This is an optimization exercise on Yosys and OpenROAD, whose aim is small area, a short achievable clock period and few clock cycles per item, not a production implementation. The RTL was checked by simulation tests, not by an equivalence proof against the original design. Power and IR drop assume default switching activity.

--- flow/run.sh ---
#!/bin/bash
# synth_recipe.tcl (not shown) runs the flow's synth.tcl, then flattens the netlist and writes it again
# the make line also repeats each setting of config.mk as NAME=value (left out here)
make -C /OpenROAD-flow-scripts/flow DESIGN_CONFIG=/design/flow/config.mk WORK_HOME=/design/flow/orfs CLKGATE_MAP_FILE= SYNTH_SCRIPT=/design/flow/synth_recipe.tcl finish
--- flow/config.mk ---
export PLATFORM = sky130hd
export DESIGN_NAME = cache_mem_arbiter
export DESIGN_NICKNAME = cache_mem_arbiter
export VERILOG_FILES = /design/flow/design.v
export SDC_FILE = /design/flow/constraint.sdc
export NUM_CORES = 4
export LEC_CHECK = 0
export CAP_MARGIN = 20
export CORE_AREA = 10 10 450 450
export DIE_AREA = 0 0 460 460
export SLEW_MARGIN = 20
--- flow/constraint.sdc ---
create_clock -name core_clock -period 6.0 [get_ports {clk}]
set_input_delay 1.2000 -clock core_clock [delete_from_list [all_inputs] [get_ports {clk}]]
set_output_delay 1.2000 -clock core_clock [all_outputs]
set_load 0.01 [all_outputs]
--- flow/design.v ---
`default_nettype none
package cache_pkg;
  localparam int LINE_ADDR_LEN_DEF = 3;
  localparam int WORD_BYTES        = 4;
  typedef logic [1:0] state_t;
  localparam state_t IDLE  = 2'd0;
  localparam state_t BURST = 2'd1;
  localparam state_t DONE  = 2'd2;
  typedef logic [0:0] req_id_t;
  localparam req_id_t REQ_I = 1'b0;
  localparam req_id_t REQ_D = 1'b1;
endpackage
`default_nettype wire
`default_nettype none
module rr_arbiter2 (
  input  logic [1:0] req,
  input  cache_pkg::req_id_t last_grant,
  output logic       grant_valid,
  output cache_pkg::req_id_t grant_id
);
  always_comb begin
    grant_valid = |req;
    grant_id    = cache_pkg::REQ_I;
    if (req[cache_pkg::REQ_D] && req[cache_pkg::REQ_I]) begin
      grant_id = ~last_grant;
    end else if (req[cache_pkg::REQ_D]) begin
      grant_id = cache_pkg::REQ_D;
    end
  end
endmodule
`default_nettype wire
`default_nettype none
module cache_mem_arbiter #(
  parameter int LINE_ADDR_LEN = cache_pkg::LINE_ADDR_LEN_DEF,
  parameter int ADDR_W        = 32
) (
  input  logic                           clk,
  input  logic                           rst_n,
  input  logic                           i_req,
  input  logic                           i_we,
  input  logic [ADDR_W-1:0]              i_addr,
  input  logic [32*(1<<LINE_ADDR_LEN)-1:0] i_wline,
  output logic [32*(1<<LINE_ADDR_LEN)-1:0] i_rline,
  output logic                           i_done,
  input  logic                           d_req,
  input  logic                           d_we,
  input  logic [ADDR_W-1:0]              d_addr,
  input  logic [32*(1<<LINE_ADDR_LEN)-1:0] d_wline,
  output logic [32*(1<<LINE_ADDR_LEN)-1:0] d_rline,
  output logic                           d_done,
  output logic                           mem_req,
  output logic                           mem_we,
  output logic [ADDR_W-1:0]              mem_addr,
  output logic [31:0]                    mem_wdata,
  input  logic [31:0]                    mem_rdata,
  input  logic                           mem_ready,
  output logic [31:0]                    i_served_cnt,
  output logic [31:0]                    d_served_cnt
);
  localparam int                       LINE_WORDS = 1 << LINE_ADDR_LEN;
  localparam int                       WORD_SH    = $clog2(cache_pkg::WORD_BYTES);
  localparam int                       OFF_BITS   = LINE_ADDR_LEN + WORD_SH;
  localparam logic [ADDR_W-1:0]        LINE_MASK  = {{(ADDR_W-OFF_BITS){1'b1}}, {OFF_BITS{1'b0}}};
  localparam logic [LINE_ADDR_LEN-1:0] LAST_BEAT  = {LINE_ADDR_LEN{1'b1}};
  cache_pkg::state_t                    r_state, w_state_next;
  cache_pkg::req_id_t                   r_owner, r_last_grant, w_gnt_id;
  logic                      r_we, w_gnt_valid;
  logic [ADDR_W-1:0]         r_line_addr;
  logic [LINE_ADDR_LEN-1:0]  r_beat;
  logic [32*LINE_WORDS-1:0]  r_buf, r_i_rline, r_d_rline;
  logic [31:0]               r_i_served_cnt, r_d_served_cnt;
  logic                      w_last_beat;
  assign w_last_beat  = (r_beat == LAST_BEAT);
  assign i_served_cnt = r_i_served_cnt;
  assign d_served_cnt = r_d_served_cnt;
  rr_arbiter2 u_rr (
    .req         ({d_req, i_req}),
    .last_grant  (r_last_grant),
    .grant_valid (w_gnt_valid),
    .grant_id    (w_gnt_id)
  );
  always_ff @(posedge clk or negedge rst_n) begin
    if (!rst_n) r_state <= cache_pkg::IDLE;
    else        r_state <= w_state_next;
  end
  always_comb begin
    w_state_next = r_state;
    case (r_state)
      cache_pkg::IDLE:    if (w_gnt_valid) w_state_next = cache_pkg::BURST;
      cache_pkg::BURST:   if (mem_ready && w_last_beat) w_state_next = cache_pkg::DONE;
      cache_pkg::DONE:    w_state_next = cache_pkg::IDLE;
      default: w_state_next = cache_pkg::IDLE;
    endcase
  end
  always_ff @(posedge clk or negedge rst_n) begin
    if (!rst_n) begin
      r_owner        <= cache_pkg::REQ_I;
      r_last_grant   <= cache_pkg::REQ_I;
      r_we           <= 1'b0;
      r_line_addr    <= '0;
      r_beat         <= '0;
      r_buf          <= '0;
      r_i_rline      <= '0;
      r_d_rline      <= '0;
      r_i_served_cnt <= '0;
      r_d_served_cnt <= '0;
    end else begin
      case (r_state)
        cache_pkg::IDLE: if (w_gnt_valid) begin
          r_owner     <= w_gnt_id;
          r_we        <= (w_gnt_id == cache_pkg::REQ_D) ? d_we : i_we;
          r_line_addr <= ((w_gnt_id == cache_pkg::REQ_D) ? d_addr : i_addr) & LINE_MASK;
          r_buf       <= (w_gnt_id == cache_pkg::REQ_D) ? d_wline : i_wline;
          r_beat      <= '0;
        end
        cache_pkg::BURST: if (mem_ready) begin
          if (!r_we) r_buf[{r_beat, 5'd0} +: 32] <= mem_rdata;
          if (!w_last_beat) r_beat <= r_beat + 1'b1;
        end
        cache_pkg::DONE: begin
          r_last_grant <= r_owner;
          if (r_owner == cache_pkg::REQ_D) begin
            r_d_served_cnt <= r_d_served_cnt + 32'd1;
            r_d_rline      <= r_buf;
          end else begin
            r_i_served_cnt <= r_i_served_cnt + 32'd1;
            r_i_rline      <= r_buf;
          end
        end
        default: ;
      endcase
    end
  end
  always_comb begin
    mem_req   = 1'b0;
    mem_we    = 1'b0;
    mem_addr  = '0;
    mem_wdata = '0;
    i_done    = 1'b0;
    d_done    = 1'b0;
    i_rline   = r_i_rline;
    d_rline   = r_d_rline;
    case (r_state)
      cache_pkg::BURST: begin
        mem_req   = 1'b1;
        mem_we    = r_we;
        mem_addr  = r_line_addr | {{(ADDR_W-OFF_BITS){1'b0}}, r_beat, {WORD_SH{1'b0}}};
        mem_wdata = r_buf[{r_beat, 5'd0} +: 32];
      end
      cache_pkg::DONE: begin
        if (r_owner == cache_pkg::REQ_D) begin
          d_done  = 1'b1;
          d_rline = r_buf;
        end else begin
          i_done  = 1'b1;
          i_rline = r_buf;
        end
      end
      default: ;
    endcase
  end
endmodule
`default_nettype wire
==> run summary <==
-- state kept, by name (all words and copies together), names as in the netlist --
register	cells
r_buf	256
r_d_rline	256
r_i_rline	256
r_d_served_cnt	32
r_i_served_cnt	32
r_line_addr	27
r_beat	3
r_state	2
r_last_grant	1
r_owner	1
r_we	1
-- cell families after synthesis --
kind of cell / after synthesis
other cells: 1
compound gates: 590
buf+inv: 284
xor+xnor: 62
mux: 588
flops: 867
fa+ha+maj: 8
simple gates: 1110
-- power by group through the flow --
stage | Sequential [uW] | Combinational [uW] | Clock (uW)
after floorplan | 8200 | 5640 | 0
after global placement | 9540 | 11400 | 0
after detailed placement | 9590 | 11500 | 0
after CTS | 9490 | 11500 | 6850
after global routing | 9660 | 12100 | 7060
final | 9570 | 11600 | 6700
-- worst min-delay path: stages (launching register included) --
cell and delay (ns):
dfrtp_1 0.32, nand2_1 0.04, nand2_1 0.07
-- final cells by class --
| cell class | instances | area share |
|---|---|---|
| flip-flops and latches | 867 | 0.3698 |
| multi-input cells | 2360 | 0.2841 |
| well taps | 2526 | 0.05385 |
| clock buffers | 149 | 0.05153 |
| diodes | 48 | 0.002047 |
| repair buffers | 1344 | 0.2285 |
| clock inverters | 37 | 0.009252 |
| inverters | 10 | 0.0008954 |
-- metal layers --
layer,track usage,part of all wire,vias to the layer above
met5,0,0.0019,-
met4,0.09261,0.042,76
met3,0.08955,0.12,442
met2,0.3468,0.44,2250
met1,0.2857,0.40,18590
li1,-,-,14860
-- per-stage QoR --
stage,instance area [sq um],worst slack (ns),cells,hold WS (ns),total power [uW]
final,58690,0.8248,7341,0.4682,27870
after global routing,58650,0.6201,7323,0.4848,28800
after CTS,58560,0.6199,7293,0.4722,27870
after detailed placement,55000,1.456,7107,0.4570,21060
after global placement,55000,1.451,7107,0.4556,20910
after floorplan,39460,3.004,3511,0.4418,13840
-- layout by cell type, fill, tap and decap left out, drive strengths merged, types with 2 or more instances in the layout --
master / n
xor2: 11
clkinv: 21
and3: 15
nor3: 7
xnor2: 51
nand2: 959
nor2: 13
o21ai: 34
mux2i: 265
mux4: 64
bufinv: 11
buf: 99
nand2b: 2
nand4: 26
clkinvlp: 2
inv: 13
nand3: 27
conb: 2
dfrtp: 867
a22o: 240
nor4: 6
nand3b: 4
a221o: 18
clkbuf: 149
diode: 48
and4: 5
o22ai: 224
clkdlybuf4s50: 1245
or3: 2
a31o: 2
mux2: 259
a21oi: 52
ha: 8
and2: 34
o2bb2ai: 13
nor2b: 3
-- final timing paths --
check                      slack (ns)            from              to  cells past startpoint
hold / removal                   0.47  r_d_rline[152]  r_d_rline[152]                      2
setup / recovery                 0.82       r_beat[0]    mem_wdata[2]                      5
hold reg to reg                  0.47  r_d_rline[152]  r_d_rline[152]                      2
setup reg to reg                 1.94      r_state[1]        r_buf[5]                      6
max in group asynchronous        3.81           rst_n   r_i_rline[95]                      2
min in group asynchronous        0.56           rst_n    r_d_rline[4]                      1
==> flow_summary.toml <==
[layout]
finish.utilization = 0.3048
syn2layout_area_growth_pct = 48.73
multi_input_area_sq_um = 16670
seq_area_sq_um = 21700
finalNetCount = 5309
fillers = 19840
drive_gt1_frac = 0.1305

[yosys]
synthTopCellsByCount = "959 x nand2_1, 867 x dfrtp_1, 265 x mux2i_1, 259 x mux2_2, 240 x a22o_1"
synth-simple-area-share = 0.1152
synthFlopType = "dfrtp_1"
ys_async_sr_fraction = 1.000
yosys-top-cells-area = "dfrtp_1 55%, nand2_1 9.1%, mux2_2 7.4%"
synth_top_area_frac = 0.5498
yosysMostFrequentCell = "nand2_1"
synth_compound_area_frac = 0.1092
synth_xor_area_frac = 0.01376
synth_fa_ha_area_frac = 0.002537
ys_ff_latch = 867
syn_avg_cell_area_sq_um = 11.24
synth_seq_area_share = 0.5498
synth-edff-count = 0
yosysWarnings = 2
syn_area_sq_um = 39460
yosysUniqueCellTypes = 56
netlist.top_cell.by_area = "dfrtp_1"
synth_cells = 3510
synth_top_family_by_area = "multiplexers"
synth_mux_area_frac = 0.1777

[global_route]
grt_start_max_net_pins = 148
gr-usage-all-layers = 0.2273
grt_pass1_vias = 36140
antenna_found_initial = 142
grt_pass1_wl_um = 331800
grt_overflow = 0

[floorplan]
start_util = 0.2049
die_w_um = 460
fp.coreArea_sq_um = 192600
dieArea_sq_um = 211600
die_h_um = 460
fp-row-count = 161
io_pins = 1259

[setup_path]
arrival_ns = 3.98
crit_type = "reg -> out"
cp_top_family = "buffers and inverters"
required_ns = 4.80
cp_slowest_cell = "dfrtp_4"
crit_chain = "buf_4, mux4_2, nand2_1, a21oi_1, clkdlybuf4s50_1"
cp-start-kind = "register"
end_kind = "output pin"
critPathMaxFanout = 29
path_buf_inv = 2
max_stage_delay_ns = 0.77

[timing]
finalCritPeriodShare = 0.8625
finalWorstPathRequiredPeriod_ns = 5.175
tightest_slew_ns = 1.144
setup_violations = 0
hold_viol_final = 0
slew_viol_final = 0
fmax_ghz = 0.1932
relSlewSlack = 0.2349
tns_ns = 0
skew_ns = 0.03643
grt_setup_unrepaired = "no"

[clocking]
clk_pin_slew_ns = 0.06
clkSinkCount = 867
insertion_delay_ns = 0.75
root_buffer = "clkbuf_16"
numCtsBuffers = 103
htree_num_levels = 3
cts_tree = "built"
cts_max_path_buffers = 3
ctsHoldBuffers = 0
post_cts_buffers = 0
cts_resized = 0

[route]
drc = 0
drt-initial-drc-count = 3848
routed_via_density = 4.934
num_vias = 36220
final_antenna_net_count = 0
routed_wirelength_um = 253200
avgRoutedWirePerCell_um = 34.49
first_pass_iters = 8

[power]
intPower_uw = 16130
pwr-share-seq = 0.344
p_sw_frac = 0.4211
power_frac_comb = 0.416
p_sw_uw = 11730
vdd_drop_max_mv = 0.2739
power_density_nw_per_um2 = 474.8
clkPwrFrac = 0.241
p_leak_uw = 0.02625

[min_path]
hold_class = "reg -> reg"

[placed_design]
port_buffers = 1246
dp_hpwl_um = 199900
gp_congestion = 0.9416

[job]
maxCapViolCount = 0

[run_status]
status = "finished clean"
Testbench counts, summed over its fixed seeds: cycles 7,127, lines 640.

## what the ideal ports hide
How much do the figures lean on ideal ports? The routed layout below was timed once more, with nothing changed but the port constraints. Step 1: set_driving_cell puts a clkbuf_16 on clk and a buf_2 on each other input, an assumption about the parent block. Step 2 times the ports against the registers' clock, not the clock port: input delays grow and output delays shrink by t, the midpoint of the rising clock arrivals with the driver on. Slacks: ideal / step 1 / step 2; pairs: ideal / step 1.
t, ns: 0.823
setup WS [ns]: 0.825 / 0.732 / 1.554
slew at the worst register clock pin (ns): 0.07 / 0.07
After both steps setup and hold are still met in this run. For this run, drivers alone change the setup slack by -0.093 ns; drivers and shift together by +0.729 ns.
